This design comes from an exercise in tuning for small area, a short achievable clock period and few clock cycles on the open sky130 flow, not from production work. The RTL was checked by simulation tests, not by an equivalence proof against the original design. Power is estimated from default activity; no workload was simulated.

## flow/design.v (module list and top-level ports; edited modules follow where they fit)
// module pair_sequencer: 79 lines
// module sample_buffer: 48 lines
// module butterfly: 234 lines
// module tw_tree: 594 lines
// module fft_stage_top: 59 lines
module fft_stage_top
(
	input logic clk,
	input logic reset,
	input logic start,
	input fft_pkg::level_t level,
	input logic load_en,
	input fft_pkg::addr_t load_addr,
	input fft_pkg::sample_t load_real,
	input fft_pkg::sample_t load_imag,
	input fft_pkg::addr_t rd_addr,
	output logic busy,
	output logic done,
	output fft_pkg::sample_t rd_real,
	output fft_pkg::sample_t rd_imag
);
  // ...
==> flow/run.sh <==
#!/bin/bash
# synth_recipe.tcl (not shown) runs the flow's synth.tcl, then flattens the netlist and writes it again
# the make line also repeats each setting of config.mk as NAME=value (left out here)
make -C /OpenROAD-flow-scripts/flow DESIGN_CONFIG=/design/flow/config.mk WORK_HOME=/design/flow/orfs CLKGATE_MAP_FILE= SYNTH_SCRIPT=/design/flow/synth_recipe.tcl finish
==> flow/config.mk <==
export PLATFORM = sky130hd
export DESIGN_NAME = fft_stage_top
export DESIGN_NICKNAME = fft_stage_top
export VERILOG_FILES = /design/flow/design.v
export SDC_FILE = /design/flow/constraint.sdc
export NUM_CORES = 4
export LEC_CHECK = 0
export CAP_MARGIN = 20
export CORE_MARGIN = 2
export CORE_UTILIZATION = 50
export SETUP_SLACK_MARGIN = 5
export SLEW_MARGIN = 20
==> flow/constraint.sdc <==
create_clock -name core_clock -period 8.5 [get_ports {clk}]
set_input_delay 1.7000 -clock core_clock [delete_from_list [all_inputs] [get_ports {clk}]]
set_output_delay 1.7000 -clock core_clock [all_outputs]
set_load 0.01 [all_outputs]
==> metrics.cfg, run 1 <==
[run_status]
status=timing/DRC/antenna clean

[critical_path]
r2r-start=u_bfly.w_im_l2[2]
cp_cell_sequence=ha_4 > a211oi_2 > a211oi_2 > o311a_4 > o22a_1 > ha_2 > fa_2 > a21o_1 > a21oi_2 > nor2b_2 > o41ai_4 > o21ai_2 > a21oi_2 > a21oi_2 > xnor2_2 > a2111oi_4 > buf_6
critPathTopFamily=compound AO/OA/AOI/OAI gates
cpMostUsedCell=a21oi_2
worst_ep_arrival_time_ns=4.65

[synthesis]
async_flop_share_pct=0
synthAdderAreaFrac_pct=17.96
netlist_instances=4208
synth-seq-cells=962
synth_top_family_by_area=adder cells

[finish]
final_common_cell=edfxtp_1
n_antenna_cell=0
num-multi-input-gates=2544

[detailed_routing]
highest_layer=met5
routedWlPerCell_um=28.44
met1Wirelength_mm=68.77
wl_met3_mm=13.79

[sta]
skew_ns=0.05975

[clocking]
h-tree-depth=3

[power]
p_clk_w=0.00448
vdd_drop_max_mv=0.2062
intPower_w=0.01257

[global_routing]
track_usage_pct=31.36

[die]
start_util_pct=50.62

Testbench counts, summed over its fixed seeds: cycles 10,888.
==> module butterfly, before the edit <==
module butterfly
(
	input logic clk,
	input logic reset,
	input logic rs_start,
	input logic rs_valid,
	input logic rs_last,
	input logic rs_bypass,
	input logic [2:0] rs_ri0,
	input logic [2:0] rs_ri1,
	input logic rs_swap,
	input fft_pkg::pair_t rs_k,
	input fft_pkg::level_t rs_level,
	input logic [31:0] rd0,
	input logic [31:0] rd1,
	input logic [31:0] x0_start,
	input logic [31:0] xs_start,
	output logic wr_valid,
	output logic wr_last,
	output logic [2:0] wi0,
	output logic [31:0] wd0,
	output logic [2:0] wi1,
	output logic [31:0] wd1
);
	logic [31:0] xe_r, xo_r;
	logic [2:0] r_wi0, r_wi1;
	logic r_swap;
	assign xe_r = rs_start ? x0_start : (rs_swap ? rd1 : rd0);
	assign xo_r = rs_start ? xs_start : (rs_swap ? rd0 : rd1);
	assign r_wi0 = rs_start ? 3'd0 : rs_ri0;
	assign r_wi1 = rs_start ? {rs_level == 2'd1, rs_level == 2'd2, rs_level == 2'd3} : rs_ri1;
	assign r_swap = rs_start ? 1'b0 : rs_swap;
	fft_pkg::pair_t k;
	logic [11:0] r_g;
	logic r_w2, r_ta;
	assign k = rs_k;
	assign r_w2 = (k[1:0] == 2'b10);
	assign r_ta = (k == 3'd1) || (k == 3'd7);
	always_comb
	begin
		if (k[0]) r_g = 12'b0111_1111_1111;
		else if (r_w2) r_g = 12'b1010_0011_0101;
		else r_g = 12'b0000_0010_0000;
	end
	logic a_valid, a_last;
	logic [2:0] a_wi0, a_wi1;
	logic a_swap, a_k2;
	logic [31:0] a_xe, a_xo;
	logic [11:0] a_g;
	logic a_w2, a_sa, a_sb, a_ta, a_tb;
	logic a_re_nc, a_re_ns, a_im_nc, a_im_ns, a_im_ne;
	always_ff @(posedge clk)
	begin
		if (reset)
		begin
			a_valid <= 1'b0;
			a_last <= 1'b0;
		end
		else
		begin
			a_valid <= rs_valid && !rs_bypass;
			a_last <= rs_valid && !rs_bypass && rs_last;
		end
	end
	always_ff @(posedge clk)
	begin
		a_wi0 <= r_wi0;
		a_wi1 <= r_wi1;
		a_swap <= r_swap;
		a_xe <= xe_r;
		a_xo <= xo_r;
		a_g <= r_g;
		a_k2 <= !k[2];
		a_w2 <= r_w2;
		a_sa <= (k == 3'd0) || (k == 3'd1) || (k == 3'd7);
		a_sb <= (k == 3'd3) || (k == 3'd4) || (k == 3'd5);
		a_ta <= r_ta;
		a_tb <= !r_ta && !r_w2;
		a_re_nc <= (k == 3'd7);
		a_re_ns <= (k == 3'd5);
		a_im_nc <= (k >= 3'd3);
		a_im_ns <= (k == 3'd1) || (k >= 3'd5);
		a_im_ne <= (k == 3'd6);
	end
	logic [16:0] xr17, xi17, ua, ub, ure, uim;
	logic [16:0] re_c, re_s, im_c, im_s;
	assign xr17 = {a_xo[31], a_xo[31:16]};
	assign xi17 = {a_xo[15], a_xo[15:0]};
	assign ua = xr17 + xi17;
	assign ub = xi17 - xr17;
	assign ure = a_k2 ? ua : ub;
	assign uim = a_k2 ? ub : ua;
	assign re_c = ({17{a_sa}} & xr17) | ({17{a_sb}} & xi17) | ({17{a_w2}} & ure);
	assign re_s = ({17{a_ta}} & xi17) | ({17{a_tb}} & xr17) | ({17{a_w2}} & ure);
	assign im_c = ({17{a_sa}} & xi17) | ({17{a_sb}} & xr17) | ({17{a_w2}} & uim);
	assign im_s = ({17{a_ta}} & xr17) | ({17{a_tb}} & xi17) | ({17{a_w2}} & uim);
	logic b_valid, b_last;
	logic [2:0] b_wi0, b_wi1;
	logic b_swap;
	logic [31:0] b_xe;
	logic [11:0] b_g;
	logic [16:0] b_re_c, b_re_s, b_re_e, b_im_c, b_im_s, b_im_e;
	logic b_re_nc, b_re_ns, b_im_nc, b_im_ns, b_im_ne;
	always_ff @(posedge clk)
	begin
		if (reset)
		begin
			b_valid <= 1'b0;
			b_last <= 1'b0;
		end
		else
		begin
			b_valid <= a_valid;
			b_last <= a_last;
		end
	end
	always_ff @(posedge clk)
	begin
		b_wi0 <= a_wi0;
		b_wi1 <= a_wi1;
		b_swap <= a_swap;
		b_xe <= a_xe;
		b_g <= a_g;
		b_re_c <= re_c ^ {17{a_re_nc}};
		b_re_s <= re_s ^ {17{a_re_ns}};
		b_re_e <= ure;
		b_im_c <= im_c ^ {17{a_im_nc}};
		b_im_s <= im_s ^ {17{a_im_ns}};
		b_im_e <= uim ^ {17{a_im_ne}};
		b_re_nc <= a_re_nc;
		b_re_ns <= a_re_ns;
		b_im_nc <= a_im_nc;
		b_im_ns <= a_im_ns;
		b_im_ne <= a_im_ne;
	end
	logic [15:0] re_h1, re_h2, im_h1, im_h2;
	logic [13:0] re_l1, re_l2, im_l1, im_l2;
	tw_tree u_re
	(
		.wc(b_re_c), .ws(b_re_s), .we(b_re_e), .nc(b_re_nc), .ns(b_re_ns), .ne(1'b0),
		.g(b_g), .h1(re_h1), .h2(re_h2), .l1(re_l1), .l2(re_l2)
	);
	tw_tree u_im
	(
		.wc(b_im_c), .ws(b_im_s), .we(b_im_e), .nc(b_im_nc), .ns(b_im_ns), .ne(b_im_ne),
		.g(b_g), .h1(im_h1), .h2(im_h2), .l1(im_l1), .l2(im_l2)
	);
	logic [2:0] w_wi0, w_wi1;
	logic w_swap, w_byp, w_cx;
	logic [31:0] w_xe;
	logic [15:0] w_re_h1, w_re_h2, w_im_h1, w_im_h2;
	logic [13:0] w_re_l1, w_re_l2, w_im_l1, w_im_l2;
	logic bp_k4;
	assign bp_k4 = k[2];
	always_ff @(posedge clk)
	begin
		if (reset)
		begin
			wr_valid <= 1'b0;
			wr_last <= 1'b0;
		end
		else
		begin
			wr_valid <= b_valid || (rs_valid && rs_bypass);
			wr_last <= b_last || (rs_valid && rs_bypass && rs_last);
		end
	end
	always_ff @(posedge clk)
	begin
		if (b_valid)
		begin
			w_byp <= 1'b0;
			w_cx <= 1'b0;
			w_wi0 <= b_wi0;
			w_wi1 <= b_wi1;
			w_swap <= b_swap;
			w_xe <= b_xe;
			w_re_h1 <= re_h1;
			w_re_h2 <= re_h2;
			w_im_h1 <= im_h1;
			w_im_h2 <= im_h2;
		end
		else
		begin
			w_byp <= 1'b1;
			w_cx <= bp_k4;
			w_wi0 <= r_wi0;
			w_wi1 <= r_wi1;
			w_swap <= r_swap;
			w_xe <= xe_r;
			w_re_h1 <= bp_k4 ? xo_r[15:0] : xo_r[31:16];
			w_re_h2 <= '0;
			w_im_h1 <= bp_k4 ? ~xo_r[31:16] : xo_r[15:0];
			w_im_h2 <= '0;
		end
		w_re_l1 <= re_l1;
		w_re_l2 <= re_l2;
		w_im_l1 <= im_l1;
		w_im_l2 <= im_l2;
	end
	logic [14:0] re_lo, im_lo;
	logic re_c14, im_c14;
	logic [15:0] ye_re, ye_im, yo_re, yo_im;
	assign re_lo = {1'b0, w_re_l1} + {1'b0, w_re_l2};
	assign im_lo = {1'b0, w_im_l1} + {1'b0, w_im_l2};
	assign re_c14 = !w_byp && re_lo[14];
	assign im_c14 = w_byp ? w_cx : im_lo[14];
	function automatic logic [15:0] add3(input logic [15:0] a, input logic [15:0] b,
		input logic [15:0] c, input logic cin);
		logic [15:0] s, cy;
		s = a ^ b ^ c;
		cy = (a & b) | (a & c) | (b & c);
		add3 = s + {cy[14:0], cin};
	endfunction
	assign ye_re = add3(w_xe[31:16], w_re_h1, w_re_h2, re_c14);
	assign ye_im = add3(w_xe[15:0], w_im_h1, w_im_h2, im_c14);
	function automatic logic [15:0] sub3(input logic [15:0] a, input logic [15:0] b,
		input logic [15:0] c, input logic cin);
		logic [15:0] s, cy, nb, nc;
		logic [16:0] r;
		nb = ~b;
		nc = ~c;
		s = a ^ nb ^ nc;
		cy = (a & nb) | (a & nc) | (nb & nc);
		r = {s, 1'b1} + {cy[14:0], 1'b1, !cin};
		sub3 = r[16:1];
	endfunction
	assign yo_re = sub3(w_xe[31:16], w_re_h1, w_re_h2, re_c14);
	assign yo_im = sub3(w_xe[15:0], w_im_h1, w_im_h2, im_c14);
	assign wi0 = w_wi0;
	assign wi1 = w_wi1;
	assign wd0 = w_swap ? {yo_re, yo_im} : {ye_re, ye_im};
	assign wd1 = w_swap ? {ye_re, ye_im} : {yo_re, yo_im};
endmodule
==> inputs of run 2 (changes only) <==
--- a/flow/design.v
+++ b/flow/design.v
@@ -240,7 +240,7 @@
 	logic [2:0] b_wi0, b_wi1;
 	logic b_swap;
 	logic [31:0] b_xe;
-	logic [11:0] b_g;
+	logic [11:0] b_g_re, b_g_im;
 	logic [16:0] b_re_c, b_re_s, b_re_e, b_im_c, b_im_s, b_im_e;
 	logic b_re_nc, b_re_ns, b_im_nc, b_im_ns, b_im_ne;
 	always_ff @(posedge clk)
@@ -262,7 +262,8 @@
 		b_wi1 <= a_wi1;
 		b_swap <= a_swap;
 		b_xe <= a_xe;
-		b_g <= a_g;
+		b_g_re <= a_g;
+		b_g_im <= a_g;
 		b_re_c <= re_c ^ {17{a_re_nc}};
 		b_re_s <= re_s ^ {17{a_re_ns}};
 		b_re_e <= ure;
@@ -280,12 +281,12 @@
 	tw_tree u_re
 	(
 		.wc(b_re_c), .ws(b_re_s), .we(b_re_e), .nc(b_re_nc), .ns(b_re_ns), .ne(1'b0),
-		.g(b_g), .h1(re_h1), .h2(re_h2), .l1(re_l1), .l2(re_l2)
+		.g(b_g_re), .h1(re_h1), .h2(re_h2), .l1(re_l1), .l2(re_l2)
 	);
 	tw_tree u_im
 	(
 		.wc(b_im_c), .ws(b_im_s), .we(b_im_e), .nc(b_im_nc), .ns(b_im_ns), .ne(b_im_ne),
-		.g(b_g), .h1(im_h1), .h2(im_h2), .l1(im_l1), .l2(im_l2)
+		.g(b_g_im), .h1(im_h1), .h2(im_h2), .l1(im_l1), .l2(im_l2)
 	);
 	logic [2:0] w_wi0, w_wi1;
 	logic w_swap, w_byp, w_cx;
@@ -340,35 +341,64 @@
 		w_im_l1 <= im_l1;
 		w_im_l2 <= im_l2;
 	end
-	logic [14:0] re_lo, im_lo;
-	logic re_c14, im_c14;
-	logic [15:0] ye_re, ye_im, yo_re, yo_im;
-	assign re_lo = {1'b0, w_re_l1} + {1'b0, w_re_l2};
-	assign im_lo = {1'b0, w_im_l1} + {1'b0, w_im_l2};
-	assign re_c14 = !w_byp && re_lo[14];
-	assign im_c14 = w_byp ? w_cx : im_lo[14];
-	function automatic logic [15:0] add3(input logic [15:0] a, input logic [15:0] b,
-		input logic [15:0] c, input logic cin);
-		logic [15:0] s, cy;
-		s = a ^ b ^ c;
-		cy = (a & b) | (a & c) | (b & c);
-		add3 = s + {cy[14:0], cin};
+	function automatic logic [15:0] add_late(input logic [15:0] a, input logic [15:0] b,
+		input logic cin);
+		logic [15:0] p, g, gg, pp, gn, pn;
+		p = a ^ b;
+		g = a & b;
+		gg = g;
+		pp = p;
+		for (int d = 1; d < 16; d = d * 2)
+		begin
+			gn = gg;
+			pn = pp;
+			for (int i = d; i < 16; i++)
+			begin
+				gn[i] = gg[i] | (pp[i] & gg[i - d]);
+				pn[i] = pp[i] & pp[i - d];
+			end
+			gg = gn;
+			pp = pn;
+		end
+		add_late[0] = p[0] ^ cin;
+		for (int i = 1; i < 16; i++)
+			add_late[i] = p[i] ^ (gg[i - 1] | (pp[i - 1] & cin));
 	endfunction
-	assign ye_re = add3(w_xe[31:16], w_re_h1, w_re_h2, re_c14);
-	assign ye_im = add3(w_xe[15:0], w_im_h1, w_im_h2, im_c14);
-	function automatic logic [15:0] sub3(input logic [15:0] a, input logic [15:0] b,
-		input logic [15:0] c, input logic cin);
-		logic [15:0] s, cy, nb, nc;
-		logic [16:0] r;
-		nb = ~b;
-		nc = ~c;
-		s = a ^ nb ^ nc;
-		cy = (a & nb) | (a & nc) | (nb & nc);
-		r = {s, 1'b1} + {cy[14:0], 1'b1, !cin};
-		sub3 = r[16:1];
+	function automatic logic carry14(input logic [13:0] a, input logic [13:0] b);
+		logic [13:0] gg, pp, gn, pn;
+		gg = a & b;
+		pp = a ^ b;
+		for (int d = 1; d < 14; d = d * 2)
+		begin
+			gn = gg;
+			pn = pp;
+			for (int i = d; i < 14; i++)
+			begin
+				gn[i] = gg[i] | (pp[i] & gg[i - d]);
+				pn[i] = pp[i] & pp[i - d];
+			end
+			gg = gn;
+			pp = pn;
+		end
+		carry14 = gg[13];
 	endfunction
-	assign yo_re = sub3(w_xe[31:16], w_re_h1, w_re_h2, re_c14);
-	assign yo_im = sub3(w_xe[15:0], w_im_h1, w_im_h2, im_c14);
+	logic re_c14, im_c14;
+	logic [15:0] ye_re, ye_im, yo_re, yo_im;
+	logic [15:0] se_re, ce_re, se_im, ce_im, so_re, co_re, so_im, co_im;
+	assign re_c14 = !w_byp && carry14(w_re_l1, w_re_l2);
+	assign im_c14 = w_byp ? w_cx : carry14(w_im_l1, w_im_l2);
+	assign se_re = w_xe[31:16] ^ w_re_h1 ^ w_re_h2;
+	assign ce_re = {(w_xe[30:16] & w_re_h1[14:0]) | (w_xe[30:16] & w_re_h2[14:0]) | (w_re_h1[14:0] & w_re_h2[14:0]), 1'b0};
+	assign se_im = w_xe[15:0] ^ w_im_h1 ^ w_im_h2;
+	assign ce_im = {(w_xe[14:0] & w_im_h1[14:0]) | (w_xe[14:0] & w_im_h2[14:0]) | (w_im_h1[14:0] & w_im_h2[14:0]), 1'b0};
+	assign so_re = w_xe[31:16] ^ ~w_re_h1 ^ ~w_re_h2;
+	assign co_re = {(w_xe[30:16] & ~w_re_h1[14:0]) | (w_xe[30:16] & ~w_re_h2[14:0]) | (~w_re_h1[14:0] & ~w_re_h2[14:0]), 1'b1};
+	assign so_im = w_xe[15:0] ^ ~w_im_h1 ^ ~w_im_h2;
+	assign co_im = {(w_xe[14:0] & ~w_im_h1[14:0]) | (w_xe[14:0] & ~w_im_h2[14:0]) | (~w_im_h1[14:0] & ~w_im_h2[14:0]), 1'b1};
+	assign ye_re = add_late(se_re, ce_re, re_c14);
+	assign ye_im = add_late(se_im, ce_im, im_c14);
+	assign yo_re = add_late(so_re, co_re, !re_c14);
+	assign yo_im = add_late(so_im, co_im, !im_c14);
 	assign wi0 = w_wi0;
 	assign wi1 = w_wi1;
 	assign wd0 = w_swap ? {yo_re, yo_im} : {ye_re, ye_im};
==> metrics.cfg, run 2 <==
[run_status]
status=timing/DRC/antenna clean  ; unchanged

[clocking]
h-tree-depth=3  ; unchanged
clk_pin_slew_ns=0.06  ; about the same
clockBufferDepth=3  ; unchanged
numCtsBuffers=100  ; unchanged
cts_tree=done  ; unchanged
clkLatencyLatePin_ns=0.73  ; was 0.72 ns
clock-sinks=962  ; unchanged
cts-root-buf=clkbuf_16  ; unchanged
cts_hold_repair.buffers=0  ; unchanged

[synthesis]
yosys.area.top_type=edfxtp_1  ; unchanged
yosys-top-cells-area=edfxtp_1 (29%), dfxtp_1 (17%), fa_1 (11%)  ; was edfxtp_1 (29%), dfxtp_1 (17%), fa_1 (14%)
yosysSeqAreaShare_pct=45.57  ; was 46.38%
netlist_instances=4670  ; was 4,208
ys_types=89  ; was 92
avgSynthCellArea_um2=11.47  ; was 12.50 um2
yosysMostFrequentCell=edfxtp_1  ; unchanged
async_flop_share_pct=0  ; unchanged
yosysWarnings=3  ; unchanged
synth-edff-count=514  ; unchanged
synth_commonest_cells=edfxtp_1 (514), inv_1 (470), dfxtp_1 (448), nand2_1 (374), nor2_1 (340)  ; was edfxtp_1 (514), inv_1 (500), dfxtp_1 (448), fa_1 (369), nand2_1 (220)
synth_area_um2=53560  ; was 52,620 um2
synth_top_area_share_pct=28.82  ; was 29.33%
ys.flop_type=edfxtp_1  ; unchanged
syn_nets=5210  ; was 4,788
synth-seq-cells=962  ; unchanged

[sta]
period_share_pct=43.59  ; was 47.95%
fmax_ghz=0.2699  ; was 0.2454 GHz
tightest_slew_ns=1.059  ; was 1.145 ns
slew_viol_final=0  ; unchanged
setup_ws_ns=4.795  ; was 4.425 ns
skew_ns=0.06101  ; was 0.05975 ns
rsz0062_at_grt=yes  ; unchanged
fin_tns_setup_ns=0  ; unchanged
finalHoldViolCount=0  ; unchanged
setup_viol=0  ; unchanged
relSlewSlack_pct=29.39  ; was 23.67%
layout_min_cycle_time_ns=3.705  ; was 4.075 ns

[global_routing]
antenna_found_initial=10  ; was 4
grt_overflow=0  ; unchanged
grt_pass1_wl_mm=255.6  ; was 241.7 mm
first_global_vias=37596  ; was 34.95k
track_usage_pct=32.11  ; was 31.36%
grt_max_degree=66  ; was 85

[finish]
top_regs=u_buf.bank0: 256 flops, u_buf.bank1: 256 flops  ; unchanged
final_util_pct=61.00  ; was 62.08%
final_cell_mix=edfxtp_1 (514), inv_1 (419), dfxtp_1 (389), nand2_1 (325), nor2_1 (303)  ; was edfxtp_1 (514), dfxtp_1 (418), inv_1 (392), fa_1 (225), nand2_1 (178)
nets=5375  ; was 5,040
drive_above_1_share_pct=25.58  ; was 30.81%
final_common_cell=edfxtp_1  ; unchanged
synthToLayoutAreaGrowth_pct=21.42  ; was 22.63%

[detailed_routing]
wirelength_mm=178.9  ; was 168.5 mm
vias=38060  ; was 35.10k
drc_errors=0  ; unchanged
drtAntennaViolNets=0  ; unchanged
firstDrtPassIters=9  ; was 12
drt-initial-drc-count=4152  ; was 3,525
routedWlPerCell_um=28.27  ; was 28.44 um
vias_per_cell=6.013  ; was 5.922

[die]
num_rows=120  ; was 118
ioPinCount=80  ; unchanged
start_util_pct=50.24  ; was 50.62%
die_y_um=331.3  ; was 328.4 um
core_um2=106600  ; was 103,900 um2
fp.dieW_um=331.3  ; was 328.4 um
die_area_um2=109700  ; was 107,800 um2

[critical_path]
critPathMaxFanout=6  ; was 8
worst_ep_arrival_time_ns=4.36  ; was 4.65 ns
crit_path_end_kind=register  ; unchanged
critPathLaunchType=register  ; unchanged
critPathKind=register to register  ; unchanged
rr_worst_depth=13  ; was 17
critPathRequiredTime_ns=9.16  ; was 9.07 ns

[hold_path]
hold_path_depth=0  ; unchanged
worstHoldPathType=register to register  ; unchanged

[placed_design]
gp_congestion=0.9032  ; was 0.9251
portBuffers=79  ; unchanged
dp_hpwl_mm=117.3  ; was 108.9 mm
pre_cts_slack_ns=3.180  ; was 3.196 ns

[power]
cellLeakagePower_nw=25.04  ; was 25.54 nW
power.total_w=0.01904  ; was 0.02101 W
vdd_drop_max_mv=0.1939  ; was 0.2062 mV
p_per_area_nw_per_um2=292.8  ; was 325.6 nW/um2

[job]
maxCapViolations=0  ; unchanged

run 2: changes by cell type in the layout (fill, tap and decap cells not counted), moves of 29 or more:
cell	delta
a211oi_1	+62
a21oi_1	+94
a21oi_2	-31
dfxtp_1	-29
fa_2	-49
inv_2	-53
mux2_4	-45
mux2i_1	-80
nand2_1	+147
nor2_1	+126
nor2b_1	-40
o21ai_0	+52
xnor2_1	+80
run 2: kinds of logic after synthesis:
group,Yosys count,synth area share [%]
mux,299,9.167
flops,962,45.57
xor+xnor,275,4.497
buf+inv,722,5.399
fa+ha+maj,510,16.03
compound gates,784,9.670
simple gates,1118,9.670
run 2: worst paths after layout:
check	from	endpoint	slack, ns
worst max-delay path	u_bfly.b_g_re[9]	u_bfly.w_im_h2[0]	4.80
worst min-delay path	u_bfly.a_xe[27]	u_bfly.b_xe[27]	0.32
worst max register to register	u_bfly.b_g_re[9]	u_bfly.w_im_h2[0]	4.80
worst min register to register	u_bfly.a_xe[27]	u_bfly.b_xe[27]	0.32
run 2: metrics by stage:
stage	area, um2	hold WS [ns]	std cells
floorplan	54160	0.3095	4670
global placement	55890	0.3103	5966
detailed placement	55890	0.3121	5966
CTS	63000	0.3249	6273
global route	65020	0.3301	6327
finish	65030	0.3238	6330
run 2: final cells by class:
cell class	count	area, um2
timing repair buffer	310	4003
fill	8432	41570
multi-input combinational	2986	29280
tap	1403	1755
timing repair inverter	2	17.52
clock buffer	125	2729
inverter	473	1804
clock inverter	63	918.4
antenna	6	15.01
sequential	962	24510
run 2: critical path, stage by stage (launching register included):
cell,delay [ns]
dfxtp_4,0.41
buf_12,0.15
buf_6,0.12
buf_16,0.12
nand2_4,0.04
fa_1,0.50
inv_2,0.05
fa_2,0.52
inv_2,0.04
fa_2,0.38
fa_2,0.55
inv_2,0.05
fa_2,0.59
and2_4,0.15
run 2: what timing repair did:
action,4_1_cts,5_1_grt
setup endpoints to repair,1119,643
pin swaps,125,104
cloned,28,6
resized for setup,447,358
setup buffers,91,45
run 2: metal layers:
| metal | wire length (um) | global-route usage [%] | up-vias |
|---|---|---|---|
| li1 | - | - | 16573 |
| met1 | 70080 | 42.32 | 19270 |
| met2 | 83240 | 51.22 | 1803 |
| met3 | 15320 | 6.016 | 412 |
| met4 | 10270 | 15.86 | 2 |
| met5 | 15 | 0 | - |
run 2: report_power, final:
part	internal (W)	switching, W
Clock	0.00287	0.00194
Sequential	0.00567	0.000755
Combinational	0.00322	0.00458
Testbench counts of run 2, summed over its fixed seeds: cycles 10,888.
==> inputs of run 3 (changes only) <==
--- a/flow/config.mk
+++ b/flow/config.mk
@@ -10,3 +10,4 @@
 export CORE_UTILIZATION = 50
 export SETUP_SLACK_MARGIN = 5
 export SLEW_MARGIN = 20
+export TNS_END_PERCENT = 20
==> metrics.cfg, run 3 <==
[run_status]
status=timing/DRC/antenna clean  ; unchanged

[global_routing]
grt_overflow=0  ; unchanged
track_usage_pct=32.20  ; was 32.11%
grt_pass1_wl_mm=256.8  ; was 255.6 mm
first_global_vias=37423  ; was 37.60k
grt_max_degree=77  ; was 66
antenna_found_initial=6  ; was 10

[clocking]
clock-sinks=962  ; unchanged
cts_tree=done  ; unchanged
clockBufferDepth=3  ; unchanged
clk_pin_slew_ns=0.06  ; about the same
cts_hold_repair.buffers=0  ; unchanged
numCtsBuffers=101  ; was 100
clkLatencyLatePin_ns=0.73  ; about the same
h-tree-depth=3  ; unchanged
cts-root-buf=clkbuf_16  ; unchanged

[placed_design]
placed_cells=5975  ; was 5,966
portBuffers=79  ; unchanged
place_area_um2=55730  ; was 55,890 um2
dp_hpwl_mm=119.0  ; was 117.3 mm
gp_congestion=0.9502  ; was 0.9032

[critical_path]
critPathRequiredTime_ns=9.14  ; was 9.16 ns
critPathLaunchType=register  ; unchanged
cp_cell_sequence=buf_6 > buf_16 > and2_1 > ha_4 > xnor2_4 > fa_2 > fa_2 > fa_1 > inv_2 > fa_2 > and2_4  ; was buf_12 > buf_6 > buf_16 > nand2_4 > fa_1 > inv_2 > fa_2 > inv_2 > fa_2 > fa_2 > inv_2 > fa_2 > and2_4
crit_path_end_kind=register  ; unchanged
max_stage_delay_ns=0.60  ; was 0.59 ns
slowest_stage=fa_2  ; unchanged
worst_ep_arrival_time_ns=4.34  ; was 4.36 ns
cpMostUsedCell=fa_2  ; unchanged
critPathKind=register to register  ; unchanged
critPathMaxFanout=8  ; was 6

[finish]
top_regs=u_buf.bank0: 256 flops, u_buf.bank1: 256 flops  ; unchanged
synthToLayoutAreaGrowth_pct=20.47  ; was 21.42%
final_cells=6332  ; was 6,330
nets=5380  ; was 5,375
postLayoutCellArea_um2=64520  ; was 65,030 um2
final_cell_mix=edfxtp_1 (514), inv_1 (433), dfxtp_1 (393), nand2_1 (327), nor2_1 (304)  ; was edfxtp_1 (514), inv_1 (419), dfxtp_1 (389), nand2_1 (325), nor2_1 (303)
final_common_cell=edfxtp_1  ; unchanged
drive_above_1_share_pct=24.33  ; was 25.58%

[die]
ioPinCount=80  ; unchanged
fp.dieW_um=331.3  ; unchanged
num_rows=120  ; unchanged
core_um2=106600  ; unchanged
die_area_um2=109700  ; unchanged
start_util_pct=50.24  ; unchanged
die_y_um=331.3  ; unchanged

[hold_path]
worstHoldPathType=register to register  ; unchanged

[synthesis]
yosysSeqAreaShare_pct=45.57  ; unchanged
yosys.area.top_type=edfxtp_1  ; unchanged
syn_nets=5210  ; unchanged
yosys-top-cells-area=edfxtp_1 (29%), dfxtp_1 (17%), fa_1 (11%)  ; unchanged
synth-seq-cells=962  ; unchanged
synth_top_area_share_pct=28.82  ; unchanged
netlist_instances=4670  ; unchanged
async_flop_share_pct=0  ; unchanged
yosysMostFrequentCell=edfxtp_1  ; unchanged
synth-edff-count=514  ; unchanged
ys.flop_type=edfxtp_1  ; unchanged
avgSynthCellArea_um2=11.47  ; unchanged
synth_commonest_cells=edfxtp_1 (514), inv_1 (470), dfxtp_1 (448), nand2_1 (374), nor2_1 (340)  ; unchanged
ys_types=89  ; unchanged
synth_area_um2=53560  ; unchanged
yosysWarnings=3  ; unchanged

[power]
intPower_w=0.01165  ; was 0.01176 W
p_comb_share_pct=41.0  ; about the same
power.switching_w=0.007311  ; was 0.007279 W
vdd_drop_max_mv=0.1981  ; was 0.1939 mV
swShare_pct=38.56  ; was 38.23%
clkPwrFrac_pct=25.3  ; about the same
cellLeakagePower_nw=24.84  ; was 25.04 nW
pwr-share-seq_pct=33.7  ; about the same
p_per_area_nw_per_um2=293.9  ; was 292.8 nW/um2

[detailed_routing]
drtAntennaViolNets=0  ; unchanged
routedWlPerCell_um=28.34  ; was 28.27 um
vias=37839  ; was 38.06k
vias_per_cell=5.976  ; was 6.013
drt-initial-drc-count=3952  ; was 4,152
drc_errors=0  ; unchanged
firstDrtPassIters=8  ; was 9
wirelength_mm=179.5  ; was 178.9 mm

[sta]
layout_min_cycle_time_ns=3.698  ; was 3.705 ns
tightest_slew_ns=1.119  ; was 1.059 ns
period_share_pct=43.51  ; was 43.59%
finalHoldViolCount=0  ; unchanged
relSlewSlack_pct=25.41  ; was 29.39%
rsz0062_at_grt=yes  ; unchanged
whs_ns=0.3213  ; was 0.3238 ns
fmax_ghz=0.2704  ; was 0.2699 GHz
skew_ns=0.05407  ; was 0.06101 ns
slew_viol_final=0  ; unchanged
setup_viol=0  ; unchanged
fin_tns_setup_ns=0  ; unchanged

[job]
maxCapViolations=0  ; unchanged

-- run 3: cell counts after synthesis --
Identical to the previous run, type by type.
-- run 3: through the flow --
| stage | total power [W] | util (%) | setup slack [ns] |
|---|---|---|---|
| finish | 0.01896 | 60.52 | 4.802 |
| global placement | 0.01270 | 52.28 | 3.093 |
| global route | 0.01982 | 60.52 | 4.730 |
| floorplan | 0.01043 | - | 4.656 |
| detailed placement | 0.01273 | 52.28 | 3.118 |
| CTS | 0.01832 | 58.62 | 4.811 |
-- run 3: critical path: cells and delay by family, from the launching register on --
family / cells / cell delay (ns)
and+or+nand+nor: 2 / 0.35
xor gates and xnor gates: 1 / 0.24
adders and majority gates: 5 / 2.22
DFF: 1 / 0.45
buffers and inverters: 3 / 0.34
-- run 3: kinds of logic after synthesis --
group / Yosys count / synth area share, %
compound gates: 784 / 9.670
xor+xnor: 275 / 4.497
fa+ha+maj: 510 / 16.03
buf+inv: 722 / 5.399
flops: 962 / 45.57
mux: 299 / 9.167
simple gates: 1118 / 9.670
-- run 3: power groups by stage --
| stage | registers, W | logic [W] | clock network, W |
|---|---|---|---|
| global route | 0.00643 | 0.00836 | 0.00503 |
| floorplan | 0.00602 | 0.00441 | 0 |
| detailed placement | 0.00642 | 0.00631 | 0 |
| global placement | 0.00642 | 0.00628 | 0 |
| CTS | 0.00634 | 0.00713 | 0.00485 |
| finish | 0.00640 | 0.00777 | 0.00480 |
-- run 3: repair_timing --
action	in CTS	in global routing
cloned	22	6
resized for setup	444	341
setup buffers	82	55
setup endpoints to repair	1167	1072
pin swaps	68	116
-- run 3: worst paths after layout --
path | start | endpoint | slack [ns] | cells past startpoint
worst max-delay path | u_bfly.b_g_re[10] | u_bfly.w_re_h2[0] | 4.80 | 11
worst min-delay path | u_bfly.a_xe[8] | u_bfly.b_xe[8] | 0.32 | 0
worst max register to register | u_bfly.b_g_re[10] | u_bfly.w_re_h2[0] | 4.80 | 11
worst min register to register | u_bfly.a_xe[8] | u_bfly.b_xe[8] | 0.32 | 0
-- run 3: area by class of cell --
class / instances / area [um2]
inverters: 473 / 1812
repair inverters: 2 / 17.52
clock buffers: 126 / 2856
repair buffers: 312 / 3757
flip-flops and latches: 962 / 24510
fillers: 8564 / 42090
clock inverters: 65 / 819.5
diodes: 1 / 2.502
well taps: 1403 / 1755
multi-input cells: 2988 / 28980
-- run 3: layer usage --
layer	track usage, %	vias to the layer above	share of wire [%]
met1	41.75	19109	38
met2	52.55	1741	47
met3	6.226	402	8.7
met5	0	-	0.014
met4	14.69	6	5.8
li1	-	16581	-
==> inputs of run 4 (changes only) <==
--- a/flow/config.mk
+++ b/flow/config.mk
@@ -8,6 +8,7 @@
 export CAP_MARGIN = 20
 export CORE_MARGIN = 2
 export CORE_UTILIZATION = 50
+export CTS_BUF_LIST = sky130_fd_sc_hd__clkbuf_8
+export CTS_CLUSTER_SIZE = 20
 export SETUP_SLACK_MARGIN = 5
 export SLEW_MARGIN = 20
-export TNS_END_PERCENT = 20
==> metrics.cfg, run 4 <==
[run_status]
status=timing/DRC/antenna clean  ; unchanged

[sta]
setup_ws_ns=4.795  ; was 4.802 ns
fmax_ghz=0.2699  ; was 0.2704 GHz
finalHoldViolCount=0  ; unchanged
tightest_slew_ns=1.034  ; was 1.119 ns
relSlewSlack_pct=31.10  ; was 25.41%
skew_ns=0.06937  ; was 0.05407 ns
whs_ns=0.3166  ; was 0.3213 ns
fin_tns_setup_ns=0  ; unchanged
setup_viol=0  ; unchanged
rsz0062_at_grt=yes  ; unchanged
period_share_pct=43.59  ; was 43.51%
layout_min_cycle_time_ns=3.705  ; was 3.698 ns
slew_viol_final=0  ; unchanged

[placed_design]
placed_cells=5966  ; was 5,975
dp_hpwl_mm=117.3  ; was 119.0 mm
gp_congestion=0.9032  ; was 0.9502
portBuffers=79  ; unchanged
pre_cts_slack_ns=3.180  ; was 3.118 ns

[critical_path]
critPathBufInv=5  ; was 3
worst_ep_arrival_time_ns=4.49  ; was 4.34 ns
slowest_stage=fa_2  ; unchanged
critPathMaxFanout=6  ; was 8
critPathLaunchType=register  ; unchanged
critPathTopFamily=adder cells  ; unchanged
critPathKind=register to register  ; unchanged
cp_cell_sequence=buf_12 > buf_12 > buf_16 > and2_1 > ha_1 > xnor2_1 > fa_2 > inv_1 > fa_2 > fa_1 > inv_1 > fa_2 > and2_4  ; was buf_6 > buf_16 > and2_1 > ha_4 > xnor2_4 > fa_2 > fa_2 > fa_1 > inv_2 > fa_2 > and2_4
critPathRequiredTime_ns=9.29  ; was 9.14 ns
cpMostUsedCell=fa_2  ; unchanged
max_stage_delay_ns=0.58  ; was 0.60 ns
crit_path_end_kind=register  ; unchanged

[synthesis]
synth_top_family_by_area=adder cells  ; unchanged
async_flop_share_pct=0  ; unchanged
synth_area_um2=53560  ; unchanged
avgSynthCellArea_um2=11.47  ; unchanged
synth_xor_area_share_pct=4.497  ; unchanged
synth-edff-count=514  ; unchanged
ys_types=89  ; unchanged
synthAdderAreaFrac_pct=16.03  ; unchanged
yosysMostFrequentCell=edfxtp_1  ; unchanged
synth-simple-area-share_pct=9.670  ; unchanged
yosys.area.top_type=edfxtp_1  ; unchanged
ys.flop_type=edfxtp_1  ; unchanged
synth_compound_gate_area_share_pct=9.670  ; unchanged
synth-seq-cells=962  ; unchanged
synthMuxAreaShare_pct=9.167  ; unchanged
yosysWarnings=3  ; unchanged
yosys-top-cells-area=edfxtp_1 (29%), dfxtp_1 (17%), fa_1 (11%)  ; unchanged
netlist_instances=4670  ; unchanged
synth_commonest_cells=edfxtp_1 (514), inv_1 (470), dfxtp_1 (448), nand2_1 (374), nor2_1 (340)  ; unchanged
yosysSeqAreaShare_pct=45.57  ; unchanged
synth_top_area_share_pct=28.82  ; unchanged
syn_nets=5210  ; unchanged

[detailed_routing]
vias=38275  ; was 37.84k
firstDrtPassIters=9  ; was 8
routedWlPerCell_um=27.65  ; was 28.34 um
drc_errors=0  ; unchanged
vias_per_cell=5.934  ; was 5.976
drt-initial-drc-count=4135  ; was 3,952
drtAntennaViolNets=0  ; unchanged
wirelength_mm=178.3  ; was 179.5 mm

[finish]
top_regs=u_buf.bank0: 256 flops, u_buf.bank1: 256 flops  ; unchanged
final_cells=6450  ; was 6,332
final_common_cell=edfxtp_1  ; unchanged
synthToLayoutAreaGrowth_pct=20.50  ; was 20.47%
nets=5445  ; was 5,380
final_cell_mix=edfxtp_1 (514), inv_1 (471), dfxtp_1 (390), nand2_1 (321), nor2_1 (300)  ; was edfxtp_1 (514), inv_1 (433), dfxtp_1 (393), nand2_1 (327), nor2_1 (304)
drive_above_1_share_pct=26.16  ; was 24.33%
fill_cells=8562  ; was 8,564

[global_routing]
grtUsageMet2_pct=51.25  ; was 52.55%
antenna_found_initial=9  ; was 6
grt_overflow=0  ; unchanged
grt_max_degree=66  ; was 77
grt_busiest_layer=met2  ; unchanged
grt_pass1_wl_mm=253.7  ; was 256.8 mm
grt.met3_usage_pct=5.741  ; was 6.226%
first_global_vias=37390  ; was 37.42k
use_met1_pct=42.39  ; was 41.75%
track_usage_pct=31.92  ; was 32.20%

[power]
cellLeakagePower_nw=25.19  ; was 24.84 nW
p_per_area_nw_per_um2=287.2  ; was 293.9 nW/um2
vdd_drop_max_mv=0.1585  ; was 0.1981 mV

[clocking]
numCtsBuffers=160  ; was 101
clockBufferDepth=3  ; unchanged
cts_tree=done  ; unchanged
clkLatencyLatePin_ns=0.87  ; was 0.73 ns
clock-sinks=962  ; unchanged
clk_pin_slew_ns=0.07  ; was 0.06 ns
h-tree-depth=4  ; was 3
cts-root-buf=clkbuf_8  ; was clkbuf_16

[die]
die_area_um2=109700  ; unchanged
start_util_pct=50.24  ; unchanged
core_um2=106600  ; unchanged
die_y_um=331.3  ; unchanged
num_rows=120  ; unchanged
ioPinCount=80  ; unchanged
fp.dieW_um=331.3  ; unchanged

[hold_path]
worstHoldPathType=register to register  ; unchanged

[job]
maxCapViolations=0  ; unchanged

## run 4: worst register-to-register path, cell delays in order (launching register included)
cell and delay, ns:
dfxtp_4 0.38, buf_12 0.16, buf_12 0.14, buf_16 0.13, and2_1 0.13, ha_1 0.30, xnor2_1 0.16, fa_2 0.57
inv_1 0.06, fa_2 0.35, fa_1 0.48, inv_1 0.06, fa_2 0.58, and2_4 0.16
## run 4: worst paths after layout
path                  endpoint             start  depth (start not counted)  slack (ns)
max          u_bfly.w_im_h2[1]  u_bfly.b_g_re[9]                         13        4.80
min             u_bfly.b_xe[0]    u_bfly.a_xe[0]                          0        0.32
max reg2reg  u_bfly.w_im_h2[1]  u_bfly.b_g_re[9]                         13        4.80
min reg2reg     u_bfly.b_xe[0]    u_bfly.a_xe[0]                          0        0.32
## run 4: final cells by class
| type | count | area (um2) | area share (%) |
|---|---|---|---|
| multi-input cells | 2986 | 29080 | 45.07 |
| flip-flops and latches | 962 | 24520 | 38.00 |
| repair buffers | 320 | 3827 | 5.931 |
| clock buffers | 193 | 2656 | 4.116 |
| inverters | 473 | 1812 | 2.807 |
| well taps | 1403 | 1755 | 2.720 |
| clock inverters | 106 | 843.3 | 1.307 |
| repair inverters | 2 | 22.52 | 0.03490 |
| diodes | 5 | 12.51 | 0.01939 |
## run 4: power by group
group	switching [W]	leakage, nW	total (W)	internal (W)
Clock	0.00200	2.00	0.00443	0.00243
Combinational	0.00452	14.8	0.00768	0.00315
Sequential	0.000760	8.40	0.00643	0.00567
## run 4: metrics by stage
step	utilization [%]	cell area [um2]	power, W
after floorplan	-	54160	0.01049
after global placement	52.43	55890	0.01269
after detailed placement	52.43	55890	0.01271
after CTS	58.14	61980	0.01776
after global routing	60.54	64530	0.01944
final	60.54	64540	0.01853
## run 4: logic make-up after synthesis
family,count (synthesis)
buffers and inverters,722
adder cells (fa/ha/maj),510
multiplexers,299
XOR/XNOR,275
AO/OA/AOI/OAI,784
AND/OR/NAND/NOR,1118
flip-flops,962
## run 4: what timing repair did
action,4_1_cts,5_1_grt
buffers inserted,54,97
hold buffers,0,0
resized for setup,385,390
pin swaps,72,121
cloned,21,8
endpoints found under the setup margin,813,756
## run 4: per-layer routing
layer  vias up  wire (um)
li1      16733          -
met1     19352      70900
met2      1779      83540
met3       409      14760
met4         2       9129
met5         -         13
==> inputs of run 5 (changes only) <==
--- a/flow/config.mk
+++ b/flow/config.mk
@@ -12,3 +12,4 @@
 export CTS_CLUSTER_SIZE = 20
 export SETUP_SLACK_MARGIN = 5
 export SLEW_MARGIN = 20
+export TNS_END_PERCENT = 20
==> metrics.cfg, run 5 <==
[critical_path]
critPathLaunchType=register  ; unchanged
worst_ep_arrival_time_ns=4.61  ; was 4.49 ns
critPathMaxFanout=4  ; was 6
critPathRequiredTime_ns=9.28  ; was 9.29 ns
r2r-start=u_bfly.b_g_re[10]  ; was u_bfly.b_g_re[9]
startpoint=u_bfly.b_g_re[10]  ; was u_bfly.b_g_re[9]
critPathKind=register to register  ; unchanged
crit_path_end_kind=register  ; unchanged

[run_status]
status=timing/DRC/antenna clean  ; unchanged

[die]
core_um2=106600  ; unchanged
die_area_um2=109700  ; unchanged
num_rows=120  ; unchanged
start_util_pct=50.24  ; unchanged
ioPinCount=80  ; unchanged
die_y_um=331.3  ; unchanged
fp.dieW_um=331.3  ; unchanged

[synthesis]
yosysWarnings=3  ; unchanged
netlist_instances=4670  ; unchanged
yosys.area.top_type=edfxtp_1  ; unchanged
yosysSeqAreaShare_pct=45.57  ; unchanged
synth_commonest_cells=edfxtp_1 (514), inv_1 (470), dfxtp_1 (448), nand2_1 (374), nor2_1 (340)  ; unchanged
synth-seq-cells=962  ; unchanged
syn_nets=5210  ; unchanged
synth_top_area_share_pct=28.82  ; unchanged
synth-edff-count=514  ; unchanged
ys.flop_type=edfxtp_1  ; unchanged
ys_types=89  ; unchanged
yosysMostFrequentCell=edfxtp_1  ; unchanged
synth_area_um2=53560  ; unchanged
async_flop_share_pct=0  ; unchanged
avgSynthCellArea_um2=11.47  ; unchanged
yosys-top-cells-area=edfxtp_1 (29%), dfxtp_1 (17%), fa_1 (11%)  ; unchanged

[global_routing]
antenna_found_initial=12  ; was 9
track_usage_pct=31.90  ; was 31.92%
grt_overflow=0  ; unchanged
grt_pass1_wl_mm=254.3  ; was 253.7 mm
grt_max_degree=77  ; was 66
first_global_vias=38048  ; was 37.39k

[power]
clkPwrFrac_pct=24.5  ; was 23.9%
pwr-share-seq_pct=34.6  ; was 34.7%
power.switching_w=0.007225  ; was 0.007284 W
swShare_pct=39.19  ; was 39.30%
power.total_w=0.01844  ; was 0.01853 W
intPower_w=0.01121  ; was 0.01125 W
p_comb_share_pct=40.9  ; was 41.4%
p_per_area_nw_per_um2=292.9  ; was 287.2 nW/um2
cellLeakagePower_nw=24.50  ; was 25.19 nW
vdd_drop_max_mv=0.1914  ; was 0.1585 mV

[sta]
relSlewSlack_pct=27.04  ; was 31.10%
skew_ns=0.06215  ; was 0.06937 ns
period_share_pct=44.99  ; was 43.59%
slew_viol_final=0  ; unchanged
layout_min_cycle_time_ns=3.824  ; was 3.705 ns
rsz0062_at_grt=yes  ; unchanged
tightest_slew_ns=1.094  ; was 1.034 ns
fin_tns_setup_ns=0  ; unchanged
fmax_ghz=0.2615  ; was 0.2699 GHz
finalHoldViolCount=0  ; unchanged
setup_viol=0  ; unchanged

[detailed_routing]
wirelength_mm=174.6  ; was 178.3 mm
vias=37796  ; was 38.28k
vias_per_cell=5.905  ; was 5.934
wl_met3_mm=14.51  ; was 14.76 mm
met1Wirelength_mm=69.29  ; was 70.90 mm
highest_layer=met5  ; unchanged
drc_errors=0  ; unchanged
drt-initial-drc-count=3808  ; was 4,135
drtAntennaViolNets=0  ; unchanged
wl_met2_mm=81.68  ; was 83.54 mm
routedWlPerCell_um=27.28  ; was 27.65 um
firstDrtPassIters=7  ; was 9

[finish]
top_regs=u_buf.bank0: 256 flops, u_buf.bank1: 256 flops  ; unchanged
fill_cells=8828  ; was 8,562
final_cell_mix=edfxtp_1 (514), inv_1 (471), dfxtp_1 (398), nand2_1 (342), nor2_1 (308)  ; was edfxtp_1 (514), inv_1 (471), dfxtp_1 (390), nand2_1 (321), nor2_1 (300)
final_common_cell=edfxtp_1  ; unchanged
nets=5393  ; was 5,445
drive_above_1_share_pct=22.32  ; was 26.16%
synthToLayoutAreaGrowth_pct=17.54  ; was 20.50%

[job]
maxCapViolations=0  ; unchanged

[clocking]
clk_pin_slew_ns=0.07  ; about the same
cts_tree=done  ; unchanged
clock-sinks=962  ; unchanged
clockBufferDepth=3  ; unchanged
cts-root-buf=clkbuf_8  ; unchanged
clkLatencyLatePin_ns=0.89  ; was 0.87 ns
h-tree-depth=4  ; unchanged
numCtsBuffers=162  ; was 160

[placed_design]
dp_hpwl_mm=119.0  ; was 117.3 mm
portBuffers=79  ; unchanged
gp_congestion=0.9502  ; was 0.9032

[hold_path]
worstHoldPathType=register to register  ; unchanged
worstHoldStart=u_bfly.a_xe[26]  ; was u_bfly.a_xe[0]

## run 5: cell counts after synthesis
Identical to the previous run, type by type.
## run 5: kinds of logic after synthesis
family | Yosys count | synth area share [%]
flops | 962 | 45.57
fa+ha+maj | 510 | 16.03
mux | 299 | 9.167
buf+inv | 722 | 5.399
xor+xnor | 275 | 4.497
simple gates | 1118 | 9.670
compound gates | 784 | 9.670
## run 5: layout make-up
class | count | area, um2 | area share [%]
tap | 1403 | 1755 | 2.789
sequential | 962 | 24500 | 38.91
antenna | 8 | 20.02 | 0.03180
multi-input combinational | 2987 | 28320 | 44.99
clock buffer | 186 | 2560 | 4.067
inverter | 473 | 1807 | 2.870
clock inverter | 115 | 996.0 | 1.582
timing repair buffer | 265 | 2978 | 4.731
timing repair inverter | 2 | 17.52 | 0.02783
## run 5: per-stage QoR
step	setup slack (ns)	cells	utilization, %	instance area [um2]	hold WS [ns]
floorplan	4.656	4670	-	53730	0.3095
global placement	3.093	5975	52.28	55730	0.3101
detailed placement	3.118	5975	52.28	55730	0.3118
CTS	4.693	6373	58.41	62270	0.3092
global route	4.637	6399	59.04	62940	0.3069
finish	4.676	6401	59.05	62950	0.3023
## run 5: worst paths after layout
path / depth (start not counted) / to / slack, ns
setup / recovery: 15 / u_bfly.w_im_h2[1] / 4.68
setup reg to reg: 15 / u_bfly.w_im_h2[1] / 4.68
hold / removal: 0 / u_bfly.b_xe[26] / 0.30
hold reg to reg: 0 / u_bfly.b_xe[26] / 0.30
## run 5: worst max-delay path, stage by stage (launching register included)
cell and delay, ns:
dfxtp_4 0.37, buf_12 0.12, buf_16 0.12, buf_6 0.10
buf_12 0.12, buf_6 0.11, nand2b_4 0.05, fa_2 0.54
inv_2 0.04, fa_2 0.53, inv_2 0.04, fa_2 0.33
fa_2 0.54, inv_2 0.04, fa_2 0.54, and2_4 0.14
## run 5: what timing repair did
action / 4_1_cts / 5_1_grt
pin swaps: 121 / 50
resized for setup: 476 / 111
endpoints found under the setup margin: 1031 / 835
cloned: 16 / 0
buffers inserted: 81 / 20
hold buffers: 0 / 0
## run 5: routing by layer
layer / vias to the layer above / GRT usage, %
li1: 16625 / -
met1: 19068 / 41.19
met2: 1707 / 51.62
met3: 388 / 6.554
met4: 8 / 15.30
met5: - / 0
## run 5: power groups by stage
stage	registers [W]	clock network [W]	logic [W]
2_1_floorplan	0.00602	0	0.00441
3_3_place_gp	0.00642	0	0.00628
3_5_place_dp	0.00642	0	0.00631
6_report	0.00638	0.00452	0.00753
5_1_grt	0.00641	0.00479	0.00813
4_1_cts	0.00635	0.00457	0.00705
==> inputs of run 6 (changes only) <==
--- a/flow/config.mk
+++ b/flow/config.mk
@@ -5,11 +5,12 @@
 export SDC_FILE = /design/flow/constraint.sdc
 export NUM_CORES = 4
 export LEC_CHECK = 0
+export ABC_AREA = 1
 export CAP_MARGIN = 20
 export CORE_MARGIN = 2
-export CORE_UTILIZATION = 50
+export CORE_UTILIZATION = 65
 export CTS_BUF_LIST = sky130_fd_sc_hd__clkbuf_8
 export CTS_CLUSTER_SIZE = 20
 export SETUP_SLACK_MARGIN = 5
 export SLEW_MARGIN = 20
-export TNS_END_PERCENT = 20
+export TNS_END_PERCENT = 5
==> metrics.cfg, run 6 <==
[clocking]
clk_pin_slew_ns=0.06  ; was 0.07 ns
cts-root-buf=clkbuf_8  ; unchanged
cts_tree=done  ; unchanged
clkLatencyLatePin_ns=0.88  ; was 0.89 ns
numCtsBuffers=152  ; was 162
cts_hold_repair.buffers=0  ; unchanged
h-tree-depth=4  ; unchanged
clock-sinks=962  ; unchanged
clockBufferDepth=3  ; unchanged

[global_routing]
track_usage_pct=42.68  ; was 31.90%
antenna_found_initial=5  ; was 12
first_global_vias=45400  ; was 38.05k
grt_pass1_wl_mm=279.8  ; was 254.3 mm
grt_overflow=0  ; unchanged
grt_max_degree=104  ; was 77

[power]
cellLeakagePower_nw=28.88  ; was 24.50 nW
p_per_area_nw_per_um2=318.3  ; was 292.9 nW/um2
vdd_drop_max_mv=0.2022  ; was 0.1914 mV

[detailed_routing]
drc_errors=0  ; unchanged
vias_per_cell=6.005  ; was 5.905
firstDrtPassIters=6  ; was 7
drtAntennaViolNets=0  ; unchanged
vias=47482  ; was 37.80k
drt-initial-drc-count=6625  ; was 3,808
routedWlPerCell_um=24.19  ; was 27.28 um
wirelength_mm=191.3  ; was 174.6 mm

[finish]
synthToLayoutAreaGrowth_pct=10.92  ; was 17.54%
final_util_pct=72.86  ; was 59.05%
drive_above_1_share_pct=7.705  ; was 22.32%
final_cell_mix=nand2_1 (1,722), inv_1 (1,104), nand3_1 (575), edfxtp_1 (514), dfxtp_1 (442)  ; was edfxtp_1 (514), inv_1 (471), dfxtp_1 (398), nand2_1 (342), nor2_1 (308)
nets=7175  ; was 5,393
final_cells=7907  ; was 6,401
top_regs=u_buf.bank0: 256 flops, u_buf.bank1: 256 flops  ; unchanged
final_common_cell=nand2_1  ; was edfxtp_1
fill_cells=6471  ; was 8,828

[synthesis]
yosysSeqAreaShare_pct=43.56  ; was 45.57%
yosysMostFrequentCell=nand2_1  ; was edfxtp_1
synth_commonest_cells=nand2_1 (1,756), inv_1 (1,058), nand3_1 (578), edfxtp_1 (514), dfxtp_1 (448)  ; was edfxtp_1 (514), inv_1 (470), dfxtp_1 (448), nand2_1 (374), nor2_1 (340)
avgSynthCellArea_um2=8.531  ; was 11.47 um2
yosys-top-cells-area=edfxtp_1 (28%), dfxtp_1 (16%), nand2_1 (12%)  ; was edfxtp_1 (29%), dfxtp_1 (17%), fa_1 (11%)
ys_types=54  ; was 89
syn_nets=7107  ; was 5,210
synth_area_um2=56020  ; was 53,560 um2
netlist_instances=6567  ; was 4,670
yosys.area.top_type=edfxtp_1  ; unchanged
yosysWarnings=3  ; unchanged
async_flop_share_pct=0  ; unchanged
synth-seq-cells=962  ; unchanged
synth-edff-count=514  ; unchanged
synth_top_area_share_pct=27.55  ; was 28.82%
ys.flop_type=edfxtp_1  ; unchanged

[run_status]
status=timing/DRC/antenna clean  ; unchanged

[placed_design]
portBuffers=79  ; unchanged
dp_hpwl_mm=135.1  ; was 119.0 mm
gp_congestion=1.018  ; was 0.9502
placed_cells=7576  ; was 5,975
pre_cts_slack_ns=3.246  ; was 3.118 ns

[sta]
fin_tns_setup_ns=0  ; unchanged
rsz0062_at_grt=yes  ; unchanged
finalHoldViolCount=0  ; unchanged
fmax_ghz=0.2613  ; was 0.2615 GHz
relSlewSlack_pct=23.96  ; was 27.04%
setup_ws_ns=4.673  ; was 4.676 ns
tightest_slew_ns=1.139  ; was 1.094 ns
layout_min_cycle_time_ns=3.827  ; was 3.824 ns
slew_viol_final=0  ; unchanged
setup_viol=0  ; unchanged
period_share_pct=45.02  ; was 44.99%
skew_ns=0.05983  ; was 0.06215 ns

[die]
start_util_pct=65.69  ; was 50.24%
num_rows=107  ; was 120
core_um2=85280  ; was 106,600 um2
fp.dieW_um=297.6  ; was 331.3 um
ioPinCount=80  ; unchanged
die_area_um2=88550  ; was 109,700 um2
die_y_um=297.6  ; was 331.3 um

[critical_path]
crit_path_end_kind=register  ; unchanged
critPathLaunchType=register  ; unchanged
worst_ep_arrival_time_ns=4.58  ; was 4.61 ns
r2r-start=u_bfly.b_re_c[7]  ; was u_bfly.b_g_re[10]
critPathMaxFanout=4  ; unchanged
critPathKind=register to register  ; unchanged
startpoint=u_bfly.b_re_c[7]  ; was u_bfly.b_g_re[10]
critPathRequiredTime_ns=9.26  ; was 9.28 ns

[hold_path]
worstHoldStart=u_bfly.a_g[11]  ; was u_bfly.a_xe[26]
worstHoldPathType=register to register  ; unchanged

[job]
maxCapViolations=0  ; unchanged

==> run 6: cell count changes in the layout (fill, tap and decap cells not counted), sizes merged, moves of 52 or more <==
| cell | change |
|---|---|
| a211oi | -60 |
| inv | +630 |
| xnor2 | -169 |
| nand2 | +1395 |
| and2 | -61 |
| o211ai | +261 |
| a21oi | -86 |
| mux2i | -101 |
| buf | -98 |
| mux4 | -144 |
| mux2 | -52 |
| nor2b | -74 |
| nand3 | +552 |
==> run 6: final cells by class <==
type | instances | area [um2] | area share, %
tap | 1144 | 1431 | 2.303
sequential | 962 | 24420 | 39.30
clock buffer | 176 | 2422 | 3.898
timing repair inverter | 3 | 26.28 | 0.04228
inverter | 1083 | 4124 | 6.637
clock inverter | 105 | 673.1 | 1.083
timing repair buffer | 172 | 1991 | 3.204
multi-input combinational | 4261 | 27050 | 43.53
antenna | 1 | 2.502 | 0.004027
==> run 6: logic make-up (layout without fill, tap and decap cells) <==
family                     count (synthesis)  count (layout)  synth area share, %
AOI/OAI and AO/OA                        783             783                8.862
other                                      0               1                    0
DFF                                      962             962                43.56
and+or+nand+nor                         2828            2836                20.80
xor gates and xnor gates                 146             146                2.282
buffers and inverters                   1352            1539                9.425
adders and majority gates                494             494                15.04
muxes                                      2               2              0.03573
==> run 6: what timing repair did <==
action,CTS,global route
cloned,17,7
gates resized for setup,127,94
setup buffers,16,8
endpoints found under the setup margin,424,502
pin swaps,24,21
hold endpoints to repair,0,0
==> run 6: report_power, final <==
group	internal (W)	switching, W	total, W
logic	0.00299	0.00630	0.00929
registers	0.00577	0.000728	0.00649
clock network	0.00205	0.00194	0.00399
==> run 6: worst paths after layout <==
path                             to  cells past startpoint  slack, ns
hold reg to reg   u_bfly.b_g_re[11]                      0       0.30
setup / recovery  u_bfly.w_re_h1[0]                     12       4.67
hold / removal    u_bfly.b_g_re[11]                      0       0.30
setup reg to reg  u_bfly.w_re_h1[0]                     12       4.67
==> run 6: critical path, stage by stage, from the launching register on <==
cell and delay (ns):
dfxtp_1 0.56, inv_1 0.19, o21ai_0 0.32, o21ai_0 0.19
xor2_1 0.19, fa_1 0.39, inv_1 0.10, fa_1 0.42
fa_1 0.49, inv_1 0.05, fa_1 0.49, nand2_2 0.24
nand3_1 0.12
==> run 6: layer usage <==
layer,global-route usage [%],wire (um)
met5,0,95
met4,23.44,13010
met3,10.60,23970
met2,65.92,84750
met1,55.48,69420
==> run 6: metrics by stage <==
step,power [W],hold slack [ns],cell area [um2]
3_3_place_gp,0.01515,0.3101,57670
5_1_grt,0.02091,0.3100,62140
6_report,0.01978,0.3045,62140
4_1_cts,0.01937,0.2977,61650
3_5_place_dp,0.01523,0.3128,57670
2_1_floorplan,0.01213,0.3096,56140
==> inputs of run 7 (changes only) <==
--- a/flow/config.mk
+++ b/flow/config.mk
@@ -5,7 +5,6 @@
 export SDC_FILE = /design/flow/constraint.sdc
 export NUM_CORES = 4
 export LEC_CHECK = 0
-export ABC_AREA = 1
 export CAP_MARGIN = 20
 export CORE_MARGIN = 2
 export CORE_UTILIZATION = 65
==> metrics.cfg, run 7 <==
[run_status]
status=timing/DRC/antenna clean  ; unchanged

[detailed_routing]
wirelength_mm=174.1  ; was 191.3 mm
firstDrtPassIters=14  ; was 6
drtAntennaViolNets=0  ; unchanged
drt-initial-drc-count=4803  ; was 6,625
vias=38552  ; was 47.48k
drc_errors=0  ; unchanged
vias_per_cell=6.398  ; was 6.005
routedWlPerCell_um=28.89  ; was 24.19 um

[sta]
fmax_ghz=0.2669  ; was 0.2613 GHz
setup_viol=0  ; unchanged
tightest_slew_ns=1.064  ; was 1.139 ns
setup_ws_ns=4.753  ; was 4.673 ns
relSlewSlack_pct=28.84  ; was 23.96%
skew_ns=0.05947  ; was 0.05983 ns
finalHoldViolCount=0  ; unchanged
rsz0062_at_grt=yes  ; unchanged
fin_tns_setup_ns=0  ; unchanged
layout_min_cycle_time_ns=3.747  ; was 3.827 ns
slew_viol_final=0  ; unchanged
period_share_pct=44.08  ; was 45.02%

[global_routing]
first_global_vias=38066  ; was 45.40k
antenna_found_initial=8  ; was 5
track_usage_pct=41.58  ; was 42.68%
grt_max_degree=71  ; was 104
grt_overflow=0  ; unchanged
grt_pass1_wl_mm=252.7  ; was 279.8 mm

[synthesis]
yosysSeqAreaShare_pct=45.57  ; was 43.56%
synth_xor_area_share_pct=4.497  ; was 2.282%
yosys.area.top_type=edfxtp_1  ; unchanged
synth_top_area_share_pct=28.82  ; was 27.55%
synth-seq-cells=962  ; unchanged
netlist_instances=4670  ; was 6,567
ys.flop_type=edfxtp_1  ; unchanged
async_flop_share_pct=0  ; unchanged
synthAdderAreaFrac_pct=16.03  ; was 15.04%
synth-edff-count=514  ; unchanged
synth_top_family_by_area=adder cells  ; was simple AND/OR/NAND/NOR gates
synth-simple-area-share_pct=9.670  ; was 20.80%
syn_nets=5210  ; was 7,107
synthMuxAreaShare_pct=9.167  ; was 0.03573%
synth_compound_gate_area_share_pct=9.670  ; was 8.862%
yosysWarnings=3  ; unchanged
ys_types=89  ; was 54
avgSynthCellArea_um2=11.47  ; was 8.531 um2
synth_commonest_cells=edfxtp_1 (514), inv_1 (470), dfxtp_1 (448), nand2_1 (374), nor2_1 (340)  ; was nand2_1 (1,756), inv_1 (1,058), nand3_1 (578), edfxtp_1 (514), dfxtp_1 (448)
yosysMostFrequentCell=edfxtp_1  ; was nand2_1
synth_area_um2=53560  ; was 56,020 um2
yosys-top-cells-area=edfxtp_1 (29%), dfxtp_1 (17%), fa_1 (11%)  ; was edfxtp_1 (28%), dfxtp_1 (16%), nand2_1 (12%)

[die]
core_um2=81850  ; was 85,280 um2
fp.dieW_um=291.0  ; was 297.6 um
start_util_pct=65.43  ; was 65.69%
num_rows=105  ; was 107
die_area_um2=84710  ; was 88,550 um2
ioPinCount=80  ; unchanged
die_y_um=291.0  ; was 297.6 um

[power]
p_per_area_nw_per_um2=289.7  ; was 318.3 nW/um2
vdd_drop_max_mv=0.2207  ; was 0.2022 mV
cellLeakagePower_nw=24.04  ; was 28.88 nW
power.total_w=0.01771  ; was 0.01978 W

[finish]
final_cell_mix=edfxtp_1 (514), inv_1 (510), dfxtp_1 (417), nand2_1 (356), nor2_1 (315)  ; was nand2_1 (1,722), inv_1 (1,104), nand3_1 (575), edfxtp_1 (514), dfxtp_1 (442)
regArea_um2=24470  ; was 24,420 um2
drive_above_1_share_pct=18.09  ; was 7.705%
synthToLayoutAreaGrowth_pct=14.15  ; was 10.92%
fill_cells=5579  ; was 6,471
top_regs=u_buf.bank0: 256 flops, u_buf.bank1: 256 flops  ; unchanged
nets=5362  ; was 7,175
final_common_cell=edfxtp_1  ; was nand2_1
multi_input_area_um2=27480  ; was 27,050 um2

[placed_design]
pre_cts_slack_ns=3.005  ; was 3.246 ns
portBuffers=79  ; unchanged
gp_congestion=0.9649  ; was 1.018
dp_hpwl_mm=115.2  ; was 135.1 mm

[critical_path]
worst_ep_arrival_time_ns=4.37  ; was 4.58 ns
cp_cell_sequence=fa_1 > ha_1 > a21oi_1 > nand2_1 > o311ai_4 > nand2_2 > a221o_1 > a31oi_4 > o21bai_1 > xnor2_2 > o221ai_2  ; was inv_1 > o21ai_0 > o21ai_0 > xor2_1 > fa_1 > inv_1 > fa_1 > fa_1 > inv_1 > fa_1 > nand2_2 > nand3_1
critPathMaxFanout=8  ; was 4
critPathRequiredTime_ns=9.13  ; was 9.26 ns
max_stage_delay_ns=0.48  ; was 0.56 ns
critPathBufInv=0  ; was 3
critPathLaunchType=register  ; unchanged
critPathTopFamily=compound AO/OA/AOI/OAI gates  ; was adder cells
crit_path_end_kind=register  ; unchanged
slowest_stage=fa_1  ; was dfxtp_1
critPathKind=register to register  ; unchanged

[hold_path]
worstHoldPathType=register to register  ; unchanged

[clocking]
cts-root-buf=clkbuf_8  ; unchanged
clockBufferDepth=3  ; unchanged
clk_pin_slew_ns=0.06  ; about the same
clkLatencyLatePin_ns=0.89  ; was 0.88 ns
clock-sinks=962  ; unchanged
numCtsBuffers=156  ; was 152
cts_tree=done  ; unchanged
cts_hold_repair.buffers=0  ; unchanged
h-tree-depth=4  ; unchanged

[job]
maxCapViolations=0  ; unchanged

[run 7: cells by family after synthesis]
group | count (synthesis)
mux | 299
simple gates | 1118
flops | 962
fa+ha+maj | 510
xor+xnor | 275
buf+inv | 722
compound gates | 784
[run 7: worst paths after layout]
kind | depth (start not counted) | startpoint | end | slack, ns
setup / recovery | 11 | u_bfly.w_im_h1[7] | u_buf.bank1[3][15] | 4.75
hold / removal | 0 | u_bfly.a_xe[9] | u_bfly.b_xe[9] | 0.28
setup reg to reg | 11 | u_bfly.w_im_h1[7] | u_buf.bank1[3][15] | 4.75
hold reg to reg | 0 | u_bfly.a_xe[9] | u_bfly.b_xe[9] | 0.28
[run 7: through the flow]
step                hold WS [ns]  std cells  utilization [%]  cell area (um2)
floorplan                 0.3095       4670                -            53730
global placement          0.3098       5637            67.54            55280
detailed placement        0.3121       5639            67.55            55290
CTS                       0.2928       6011            74.06            60620
global route              0.2932       6026            74.69            61130
finish                    0.2816       6026            74.69            61130
[run 7: timing repair]
action | in CTS | in global routing
setup buffers | 63 | 12
setup endpoints to repair | 741 | 943
gates cloned | 19 | 1
resized for setup | 228 | 85
pin swaps | 25 | 15
[run 7: report_power, final]
part           internal, W  switching [W]
Clock              0.00224        0.00199
Combinational      0.00281        0.00427
Sequential         0.00566       0.000745
[run 7: final cells by class]
cell class | count | area share (%)
Multi-Input combinational cell | 2989 | 44.95
Sequential cell | 962 | 40.02
Clock buffer | 200 | 4.503
Timing Repair Buffer | 240 | 4.439
Inverter | 473 | 2.933
Tap cell | 1070 | 2.190
Clock inverter | 90 | 0.9558
Antenna cell | 2 | 0.008187
[run 7: worst register-to-register path, delay by kind of cell, from the launching register on]
family	cells	cell delay, ns
AOI/OAI and AO/OA	6	1.72
xor gates and xnor gates	1	0.18
adders and majority gates	2	0.87
DFF	1	0.43
and+or+nand+nor	2	0.30
[run 7: routing by layer]
metal  vias to the layer above  routed length (um)  track usage, %
met5                         -                  13               0
met4                         2               11980           24.63
met3                       593               19970           9.720
met2                      2500               79720           65.38
met1                     18916               62420           53.00
li1                      16541                   -               -

-- afterwards: timing with drivers on the ports --
Ports are ideal in the flow. The routed layouts listed here were re-timed in OpenROAD.
Step 1 assumes that a clkbuf_16 drives the clock port and a buf_2 every other input.
Step 2 also shifts input and output timing later by t, the mid clock arrival at the registers, as if the neighbouring blocks saw the same clock.
Slacks: no drivers / after step 1 / after step 2; pairs: no drivers / after step 1.
run | shift t [ns] | setup slack, ns | worst setup path after step 2 | clock arrival spread, ns | slew at the worst register clock pin (ns)
run 1 | 0.769 | 4.425 / 4.425 / 4.120 | input to register | 0.062 / 0.062 | 0.07 / 0.07
run 2 | 0.774 | 4.795 / 4.795 / 4.200 | input to register | 0.061 / 0.061 | 0.07 / 0.07
run 3 | 0.772 | 4.802 / 4.802 / 4.177 | input to register | 0.055 / 0.055 | 0.07 / 0.07
run 4 | 0.910 | 4.795 / 4.795 / 4.087 | input to register | 0.073 / 0.074 | 0.08 / 0.08
run 5 | 0.932 | 4.676 / 4.676 / 3.839 | input to register | 0.062 / 0.062 | 0.07 / 0.07
run 6 | 0.923 | 4.673 / 4.673 / 3.902 | input to register | 0.061 / 0.062 | 0.07 / 0.07
run 7 | 0.934 | 4.753 / 4.707 / 3.937 | input to register | 0.065 / 0.065 | 0.07 / 0.07
After both steps setup and hold are still met in every run listed. The setup slack of run 5, which loses most, moves by 0.000 ns with the drivers and by -0.837 ns with both steps.
